This design comes from an exercise in tuning for small area and a short achievable clock period on the open sky130 flow, not from production work.
RTL that was checked went through simulation tests only; none was proved equivalent to the original.
No activity file was given, so power comes from the tool's default toggle rates.

==> v32 <==
==> flow/design.v <==
package demosaic_pkg;
    localparam int IMG_HDISP    = 32;                   
    localparam int IMG_VDISP    = 16;                   
    localparam int COL_W        = $clog2(IMG_HDISP);    
    localparam int ROW_W        = $clog2(IMG_VDISP);    
    localparam int PIPE_LATENCY = 3;
    localparam int CHAIN_LEN    = 4*IMG_HDISP + 1;
    typedef logic [7:0]       pixel_t;                  
    typedef logic [COL_W-1:0] col_t;                    
    typedef logic [ROW_W-1:0] row_t;                    
    typedef logic [199:0] window_t;                    
endpackage
`timescale 1ns/1ps
module line_buffer
#(
    parameter int LEN = demosaic_pkg::CHAIN_LEN
)
(
    input  logic           clk,
    input  logic           shift,
    input  demosaic_pkg::pixel_t din,
    output logic [8*LEN-1:0] taps                      
);
    always_ff @(posedge clk)
    begin
        if (shift)
            taps <= {taps[8*(LEN-1)-1:0], din};
    end
endmodule
`timescale 1ns/1ps
module window_5x5
(
    input  logic    clk,
    input  logic    shift,                             
    input  demosaic_pkg::pixel_t  din,                 
    input  demosaic_pkg::row_t    row,                 
    input  demosaic_pkg::col_t    col,
    output demosaic_pkg::window_t win                  
);
    localparam int LEN = demosaic_pkg::CHAIN_LEN;
    logic [8*LEN-1:0] taps;
    line_buffer #(.LEN(LEN)) line_buffer_i (
        .clk   (clk),
        .shift (shift),
        .din   (din),
        .taps  (taps)
    );
    always_comb
    begin
        win = '0;
        for (int i = 0; i < 5; i++)
            for (int j = 0; j < 5; j++)
                if (32*i + j - 2 >= 0 && 32*i + j - 2 < LEN)
                    win[8*(5*i+j) +: 8] = (row < i || col < j) ? 8'h00 : taps[8*(32*i+j-2) +: 8];
        win[8*(5*2+0) +: 8] = (row < 2) ? 8'h00 : (col == 0) ? taps[8*63 +: 8] : taps[8*62 +: 8];
    end
endmodule
`timescale 1ns/1ps
module bayer_kernel
(
    input  logic       clk,
    input  demosaic_pkg::window_t    win,              
    input  demosaic_pkg::row_t       row,              
    input  demosaic_pkg::col_t       col,
    input  logic [1:0] mirror,
    output demosaic_pkg::pixel_t     red,
    output demosaic_pkg::pixel_t     green,
    output demosaic_pkg::pixel_t     blue
);
    typedef logic signed [12:0] acc_t;                 
    function automatic demosaic_pkg::pixel_t clamp8(input acc_t v);    
        if (v[12])
            clamp8 = 8'h00;
        else if (v[11])
            clamp8 = 8'hff;
        else
            clamp8 = v[10:3];
    endfunction
    function automatic logic [7:0] tap(input demosaic_pkg::window_t w, input int i, input int j);
        tap = w[8*(5*i+j) +: 8];
    endfunction
    logic [1:0] r_par;                                 
    always_comb
    begin
        case (mirror)
            2'd3:    r_par = 2'b11;
            2'd2:    r_par = 2'b10;
            2'd0:    r_par = 2'b01;
            default: r_par = 2'b00;
        endcase
    end
    logic [7:0] c1;
    logic [8:0] h1, v1, h2, v2;
    logic [9:0] d1;
    logic [1:0] site1;                                 
    always_ff @(posedge clk)
    begin
        c1    <= tap(win, 2, 2);
        h1    <= tap(win, 2, 1) + tap(win, 2, 3);
        v1    <= tap(win, 1, 2) + tap(win, 3, 2);
        h2    <= tap(win, 2, 0) + tap(win, 2, 4);
        v2    <= tap(win, 0, 2) + tap(win, 4, 2);
        d1    <= (tap(win, 1, 1) + tap(win, 1, 3)) + (tap(win, 3, 1) + tap(win, 3, 3));
        site1 <= {row[0], col[0]} ^ r_par;             
    end
    acc_t c, sh1, sv1, sh2, sv2, sd, n2;
    acc_t g_raw, h_raw, v_raw, x_raw;
    assign c   = {5'b0, c1};
    assign sh1 = {4'b0, h1};
    assign sv1 = {4'b0, v1};
    assign sh2 = {4'b0, h2};
    assign sv2 = {4'b0, v2};
    assign sd  = {3'b0, d1};
    assign n2  = sh2 + sv2;
    assign g_raw = (c <<< 2) + ((sh1 + sv1) <<< 1) - n2;                           
    assign h_raw = (c <<< 2) + c + (sh1 <<< 2) - sd - sh2 + (sv2 >>> 1);           
    assign v_raw = (c <<< 2) + c + (sv1 <<< 2) - sd - sv2 + (sh2 >>> 1);           
    assign x_raw = (c <<< 2) + (c <<< 1) + (sd <<< 1) - n2 - (n2 >>> 1);           
    demosaic_pkg::pixel_t c2, g2, h2q, v2q, x2;
    logic [1:0] site2;
    always_ff @(posedge clk)
    begin
        c2    <= c1;
        g2    <= clamp8(g_raw);
        h2q   <= clamp8(h_raw);
        v2q   <= clamp8(v_raw);
        x2    <= clamp8(x_raw);
        site2 <= site1;
    end
    always_ff @(posedge clk)
    begin
        case (site2)
            2'b00:                                     
            begin
                red   <= c2;
                green <= g2;
                blue  <= x2;
            end
            2'b11:                                     
            begin
                red   <= x2;
                green <= g2;
                blue  <= c2;
            end
            2'b01:                                     
            begin
                red   <= h2q;
                green <= c2;
                blue  <= v2q;
            end
            default:                                   
            begin
                red   <= v2q;
                green <= c2;
                blue  <= h2q;
            end
        endcase
    end
endmodule
`timescale 1ns/1ps
module frame_ctrl
(
    input  logic clk,
    input  logic rst_n,
    input  logic vsync,
    input  logic href,
    input  logic hsync,
    output logic href_q,                               
    output logic line_end,
    output logic frame_start,
    output logic post_vsync,
    output logic post_href,
    output logic post_hsync
);
    logic                                   vsync_q;   
    logic [demosaic_pkg::PIPE_LATENCY-1:0]  vsync_dly;
    logic [demosaic_pkg::PIPE_LATENCY-1:0]  href_dly;
    logic [demosaic_pkg::PIPE_LATENCY-1:0]  hsync_dly;
    always_ff @(posedge clk)
    begin
        vsync_q <= vsync;
        href_q  <= href;
    end
    assign line_end    = href_q && !href;              
    assign frame_start = vsync && !vsync_q;            
    always_ff @(posedge clk or negedge rst_n)
    begin
        if (!rst_n)
        begin
            vsync_dly <= '0;
            href_dly  <= '0;
            hsync_dly <= '0;
        end
        else
        begin
            vsync_dly <= {vsync_dly[demosaic_pkg::PIPE_LATENCY-2:0], vsync};
            href_dly  <= {href_dly[demosaic_pkg::PIPE_LATENCY-2:0], href};
            hsync_dly <= {hsync_dly[demosaic_pkg::PIPE_LATENCY-2:0], hsync};
        end
    end
    assign post_vsync = vsync_dly[demosaic_pkg::PIPE_LATENCY-1];
    assign post_href  = href_dly[demosaic_pkg::PIPE_LATENCY-1];
    assign post_hsync = hsync_dly[demosaic_pkg::PIPE_LATENCY-1];
endmodule
`timescale 1ns/1ps
module position_counter
(
    input  logic clk,
    input  logic href,
    input  logic line_end,
    input  logic frame_start,
    output demosaic_pkg::row_t row,
    output demosaic_pkg::col_t col
);
    always_ff @(posedge clk)
    begin
        if (href)
            col <= col + 1'b1;
        else
            col <= '0;
    end
    always_ff @(posedge clk)
    begin
        if (frame_start)
            row <= '0;                                 
        else if (line_end)
            row <= row + 1'b1;                         
    end
endmodule
`timescale 1ns/1ps
module raw_to_rgb_top
(
    input  logic       clk,
    input  logic       rst_n,
    input  logic       vsync,
    input  logic       href,
    input  logic       hsync,
    input  logic [1:0] mirror,
    input  demosaic_pkg::pixel_t     raw,
    output logic       post_vsync,
    output logic       post_href,
    output logic       post_hsync,
    output demosaic_pkg::pixel_t     red,
    output demosaic_pkg::pixel_t     green,
    output demosaic_pkg::pixel_t     blue
);
    logic    href_q;
    logic    line_end;
    logic    frame_start;
    demosaic_pkg::row_t    row;                        
    demosaic_pkg::col_t    col;
    demosaic_pkg::pixel_t  raw_q;                      
    logic [1:0]            mirror_q;
    demosaic_pkg::window_t win;
    frame_ctrl frame_ctrl_i (
        .clk         (clk),
        .rst_n       (rst_n),
        .vsync       (vsync),
        .href        (href),
        .hsync       (hsync),
        .href_q      (href_q),
        .line_end    (line_end),
        .frame_start (frame_start),
        .post_vsync  (post_vsync),
        .post_href   (post_href),
        .post_hsync  (post_hsync)
    );
    position_counter position_counter_i (
        .clk         (clk),
        .href        (href),
        .line_end    (line_end),
        .frame_start (frame_start),
        .row         (row),
        .col         (col)
    );
    always_ff @(posedge clk)
    begin
        raw_q    <= raw;
        mirror_q <= mirror;                            
    end
    window_5x5 window_5x5_i (
        .clk   (clk),
        .shift (href_q),
        .din   (raw_q),
        .row   (row),
        .col   (col),
        .win   (win)
    );
    bayer_kernel bayer_kernel_i (
        .clk    (clk),
        .win    (win),
        .row    (row),
        .col    (col),
        .mirror (mirror_q),
        .red    (red),
        .green  (green),
        .blue   (blue)
    );
endmodule
==> flow/run.sh <==
#!/bin/bash
# synth_recipe.tcl (not shown) runs the flow's synth.tcl, then flattens the netlist and writes it again
# the make line also repeats each setting of config.mk as NAME=value (left out here)
make -C /OpenROAD-flow-scripts/flow DESIGN_CONFIG=/design/flow/config.mk WORK_HOME=/design/flow/orfs CLKGATE_MAP_FILE= SYNTH_SCRIPT=/design/flow/synth_recipe.tcl finish
==> flow/config.mk <==
export PLATFORM = sky130hd
export DESIGN_NAME = raw_to_rgb_top
export DESIGN_NICKNAME = raw_to_rgb_top
export VERILOG_FILES = /design/flow/design.v
export SDC_FILE = /design/flow/constraint.sdc
export NUM_CORES = 4
export LEC_CHECK = 0
export CAP_MARGIN = 20
export CORE_MARGIN = 2
export CORE_UTILIZATION = 40
export SLEW_MARGIN = 20
==> flow/constraint.sdc <==
create_clock -name core_clock -period 7.5 [get_ports {clk}]
set_input_delay 1.5000 -clock core_clock [delete_from_list [all_inputs] [get_ports {clk}]]
set_output_delay 1.5000 -clock core_clock [all_outputs]
set_load 0.01 [all_outputs]
==> inputs of v21, as changes to v32 <==
Settings changed: CORE_UTILIZATION 40 to 65, CTS_CLUSTER_DIAMETER from default to 60, CTS_CLUSTER_SIZE from default to 30, PLACE_DENSITY from default to 0.75.
==> inputs of v36, as changes to v32 <==
--- a/flow/design.v
+++ b/flow/design.v
@@ -34,10 +34,12 @@
     input  logic    shift,                             
     input  demosaic_pkg::pixel_t  din,                 
-    input  demosaic_pkg::row_t    row,                 
-    input  demosaic_pkg::col_t    col,
+    input  demosaic_pkg::row_t    row_nxt,             
+    input  demosaic_pkg::col_t    col_nxt,             
     output demosaic_pkg::window_t win                  
 );
     localparam int LEN = demosaic_pkg::CHAIN_LEN;
     logic [8*LEN-1:0] taps;
+    logic [24:0]      pad;                             
+    logic             col0;                            
     line_buffer #(.LEN(LEN)) line_buffer_i (
         .clk   (clk),
@@ -46,4 +48,11 @@
         .taps  (taps)
     );
+    always_ff @(posedge clk)
+    begin
+        for (int i = 0; i < 5; i++)
+            for (int j = 0; j < 5; j++)
+                pad[5*i+j] <= (row_nxt < i) || (col_nxt < j);
+        col0 <= (col_nxt == 0);
+    end
     always_comb
     begin
@@ -52,6 +61,6 @@
             for (int j = 0; j < 5; j++)
                 if (32*i + j - 2 >= 0 && 32*i + j - 2 < LEN)
-                    win[8*(5*i+j) +: 8] = (row < i || col < j) ? 8'h00 : taps[8*(32*i+j-2) +: 8];
-        win[8*(5*2+0) +: 8] = (row < 2) ? 8'h00 : (col == 0) ? taps[8*63 +: 8] : taps[8*62 +: 8];
+                    win[8*(5*i+j) +: 8] = pad[5*i+j] ? 8'h00 : taps[8*(32*i+j-2) +: 8];
+        win[8*(5*2+0) +: 8] = pad[5*2+0] ? 8'h00 : col0 ? taps[8*63 +: 8] : taps[8*62 +: 8];
     end
 endmodule
@@ -68,15 +77,21 @@
     output demosaic_pkg::pixel_t     blue
 );
-    typedef logic signed [12:0] acc_t;                 
-    function automatic demosaic_pkg::pixel_t clamp8(input acc_t v);    
-        if (v[12])
+    typedef logic [13:0] acc_t;                        
+    function automatic logic [7:0] tap(input demosaic_pkg::window_t w, input int i, input int j);
+        tap = w[8*(5*i+j) +: 8];
+    endfunction
+    function automatic logic [27:0] csa(input acc_t a, input acc_t b, input acc_t c);
+        acc_t s, k;
+        s   = a ^ b ^ c;
+        k   = (a & b) | (a & c) | (b & c);
+        csa = {k[12:0], 1'b0, s};
+    endfunction
+    function automatic demosaic_pkg::pixel_t clamp8(input logic [9:0] v);
+        if (v[9])
             clamp8 = 8'h00;
-        else if (v[11])
+        else if (v[8])
             clamp8 = 8'hff;
         else
-            clamp8 = v[10:3];
-    endfunction
-    function automatic logic [7:0] tap(input demosaic_pkg::window_t w, input int i, input int j);
-        tap = w[8*(5*i+j) +: 8];
+            clamp8 = v[7:0];
     endfunction
     logic [1:0] r_par;                                 
@@ -92,6 +107,7 @@
     logic [7:0] c1;
     logic [8:0] h1, v1, h2, v2;
-    logic [9:0] d1;
+    logic [9:0] n2, d1;
     logic [1:0] site1;                                 
+    logic       rb;                                    
     always_ff @(posedge clk)
     begin
@@ -101,31 +117,56 @@
         h2    <= tap(win, 2, 0) + tap(win, 2, 4);
         v2    <= tap(win, 0, 2) + tap(win, 4, 2);
-        d1    <= (tap(win, 1, 1) + tap(win, 1, 3)) + (tap(win, 3, 1) + tap(win, 3, 3));
+        n2    <= 10'(tap(win, 2, 0)) + 10'(tap(win, 2, 4)) + 10'(tap(win, 0, 2)) + 10'(tap(win, 4, 2));
+        d1    <= 10'(tap(win, 1, 1)) + 10'(tap(win, 1, 3)) + 10'(tap(win, 3, 1)) + 10'(tap(win, 3, 3));
         site1 <= {row[0], col[0]} ^ r_par;             
+        rb    <= (row[0] ^ col[0]) == (r_par[1] ^ r_par[0]);
+    end
+    acc_t a1, a2, a3, a4, a5, a6;
+    acc_t b1, b2, b3, b4, b5, b6;
+    acc_t ac, as, bc, bs;
+    always_comb
+    begin
+        a1 = {3'b0, c1, 3'b000} | (rb ? 14'd1 : 14'd2);
+        a2 = rb ? acc_t'({h1, 2'b00})  : acc_t'({h1, 3'b000});
+        a3 = rb ? acc_t'({v1, 2'b00})  : acc_t'({c1, 1'b0});
+        a4 = rb ? ~acc_t'({n2, 1'b0})  : ~acc_t'({h2, 1'b0});
+        a5 = rb ? '0                   : acc_t'(v2);
+        a6 = rb ? '0                   : ~acc_t'({d1, 1'b0});
+        b1 = {3'b0, c1, 3'b000} | (rb ? 14'd3 : 14'd2);
+        b2 = rb ? acc_t'({c1, 2'b00})  : acc_t'({c1, 1'b0});
+        b3 = rb ? acc_t'({d1, 2'b00})  : ~acc_t'({d1, 1'b0});
+        b4 = rb ? ~acc_t'({n2, 1'b0})  : ~acc_t'({v2, 1'b0});
+        b5 = rb ? ~acc_t'(n2)          : acc_t'({v1, 3'b000});
+        b6 = rb ? '0                   : acc_t'(h2);
+        {ac, as} = reduce6(a1, a2, a3, a4, a5, a6);
+        {bc, bs} = reduce6(b1, b2, b3, b4, b5, b6);
     end
-    acc_t c, sh1, sv1, sh2, sv2, sd, n2;
-    acc_t g_raw, h_raw, v_raw, x_raw;
-    assign c   = {5'b0, c1};
-    assign sh1 = {4'b0, h1};
-    assign sv1 = {4'b0, v1};
-    assign sh2 = {4'b0, h2};
-    assign sv2 = {4'b0, v2};
-    assign sd  = {3'b0, d1};
-    assign n2  = sh2 + sv2;
-    assign g_raw = (c <<< 2) + ((sh1 + sv1) <<< 1) - n2;                           
-    assign h_raw = (c <<< 2) + c + (sh1 <<< 2) - sd - sh2 + (sv2 >>> 1);           
-    assign v_raw = (c <<< 2) + c + (sv1 <<< 2) - sd - sv2 + (sh2 >>> 1);           
-    assign x_raw = (c <<< 2) + (c <<< 1) + (sd <<< 1) - n2 - (n2 >>> 1);           
-    demosaic_pkg::pixel_t c2, g2, h2q, v2q, x2;
+    function automatic logic [27:0] reduce6(input acc_t x1, input acc_t x2, input acc_t x3,
+                                            input acc_t x4, input acc_t x5, input acc_t x6);
+        acc_t p1, p2, q1, q2, r1, r2, t1, t2;
+        {p1, p2} = csa(x1, x2, x3);
+        {q1, q2} = csa(x4, x5, x6);
+        {r1, r2} = csa(p1, p2, q1);
+        {t1, t2} = csa(r1, r2, q2);
+        reduce6  = {t1, t2};
+    endfunction
+    acc_t as2, ac2, bs2, bc2;
+    demosaic_pkg::pixel_t c2;
     logic [1:0] site2;
     always_ff @(posedge clk)
     begin
+        as2   <= as;
+        ac2   <= ac;
+        bs2   <= bs;
+        bc2   <= bc;
         c2    <= c1;
-        g2    <= clamp8(g_raw);
-        h2q   <= clamp8(h_raw);
-        v2q   <= clamp8(v_raw);
-        x2    <= clamp8(x_raw);
         site2 <= site1;
     end
+    demosaic_pkg::pixel_t ea, eb;
+    acc_t ra, rb2;
+    assign ra  = as2 + ac2;
+    assign rb2 = bs2 + bc2;
+    assign ea  = clamp8(ra[13:4]);
+    assign eb  = clamp8(rb2[13:4]);
     always_ff @(posedge clk)
     begin
@@ -134,24 +175,24 @@
             begin
                 red   <= c2;
-                green <= g2;
-                blue  <= x2;
+                green <= ea;
+                blue  <= eb;
             end
             2'b11:                                     
             begin
-                red   <= x2;
-                green <= g2;
+                red   <= eb;
+                green <= ea;
                 blue  <= c2;
             end
             2'b01:                                     
             begin
-                red   <= h2q;
+                red   <= ea;
                 green <= c2;
-                blue  <= v2q;
+                blue  <= eb;
             end
             default:                                   
             begin
-                red   <= v2q;
+                red   <= eb;
                 green <= c2;
-                blue  <= h2q;
+                blue  <= ea;
             end
         endcase
@@ -211,19 +252,16 @@
     input  logic frame_start,
     output demosaic_pkg::row_t row,
-    output demosaic_pkg::col_t col
+    output demosaic_pkg::col_t col,
+    output demosaic_pkg::row_t row_nxt,                
+    output demosaic_pkg::col_t col_nxt
 );
+    assign col_nxt = href ? col + 1'b1 : '0;
+    assign row_nxt = frame_start ? '0 :                
+                     line_end    ? row + 1'b1 :        
+                                   row;
     always_ff @(posedge clk)
     begin
-        if (href)
-            col <= col + 1'b1;
-        else
-            col <= '0;
-    end
-    always_ff @(posedge clk)
-    begin
-        if (frame_start)
-            row <= '0;                                 
-        else if (line_end)
-            row <= row + 1'b1;                         
+        col <= col_nxt;
+        row <= row_nxt;
     end
 endmodule
@@ -250,4 +288,6 @@
     demosaic_pkg::row_t    row;                        
     demosaic_pkg::col_t    col;
+    demosaic_pkg::row_t    row_nxt;
+    demosaic_pkg::col_t    col_nxt;
     demosaic_pkg::pixel_t  raw_q;                      
     logic [1:0]            mirror_q;
@@ -272,5 +312,7 @@
         .frame_start (frame_start),
         .row         (row),
-        .col         (col)
+        .col         (col),
+        .row_nxt     (row_nxt),
+        .col_nxt     (col_nxt)
     );
     always_ff @(posedge clk)
@@ -282,7 +324,7 @@
         .clk   (clk),
         .shift (href_q),
-        .din   (raw_q),
-        .row   (row),
-        .col   (col),
+        .din     (raw_q),
+        .row_nxt (row_nxt),
+        .col_nxt (col_nxt),
         .win   (win)
     );
Settings changed: CORE_UTILIZATION 40 to 65, CTS_CLUSTER_DIAMETER from default to 60, CTS_CLUSTER_SIZE from default to 24, PLACE_DENSITY from default to 0.75, SETUP_SLACK_MARGIN from default to 4.6.
==> summary of the runs <==
Global-route usage: v32 < v36 < v21. Against v36, the sequential power of v21 is lower by about 4%. The lowest clock skew belongs to v36, the highest to v32. Against v36, the synthesized area of v21 is higher by about 0.9%.
No functional check of the RTL was part of v36.

[what the ideal ports hide]
In the flow no input, the clock included, has a driving cell. The finished layouts below were timed again as built, in two steps. Step 1 assumes that a clkbuf_16 drives the clock port and a buf_2 every other input. Step 2, shift: input delay + t, output delay - t, t = (earliest + latest rising clock arrival at the registers) / 2. This alone moves slack from input paths to output paths. a / b / c = ideal ports / drivers / drivers and shift; a / b = the first two.
| run | shift t [ns] | setup WS [ns] | worst hold slack (ns) | slew at the worst register clock pin (ns) | pins driven straight from the clock port |
|---|---|---|---|---|---|
| v32 | 0.740 | 2.046 / 2.046 / 2.046 | 0.330 / 0.330 / 0.330 | 0.07 / 0.07 | 1 |
| v21 | 0.700 | 1.964 / 1.964 / 1.964 | 0.333 / 0.333 / 0.333 | 0.11 / 0.11 | 1 |
| v36 | 0.676 | 4.050 / 4.050 / 4.050 | 0.325 / 0.325 / 0.325 | 0.09 / 0.09 | 1 |
After both steps every run listed still meets setup and hold.
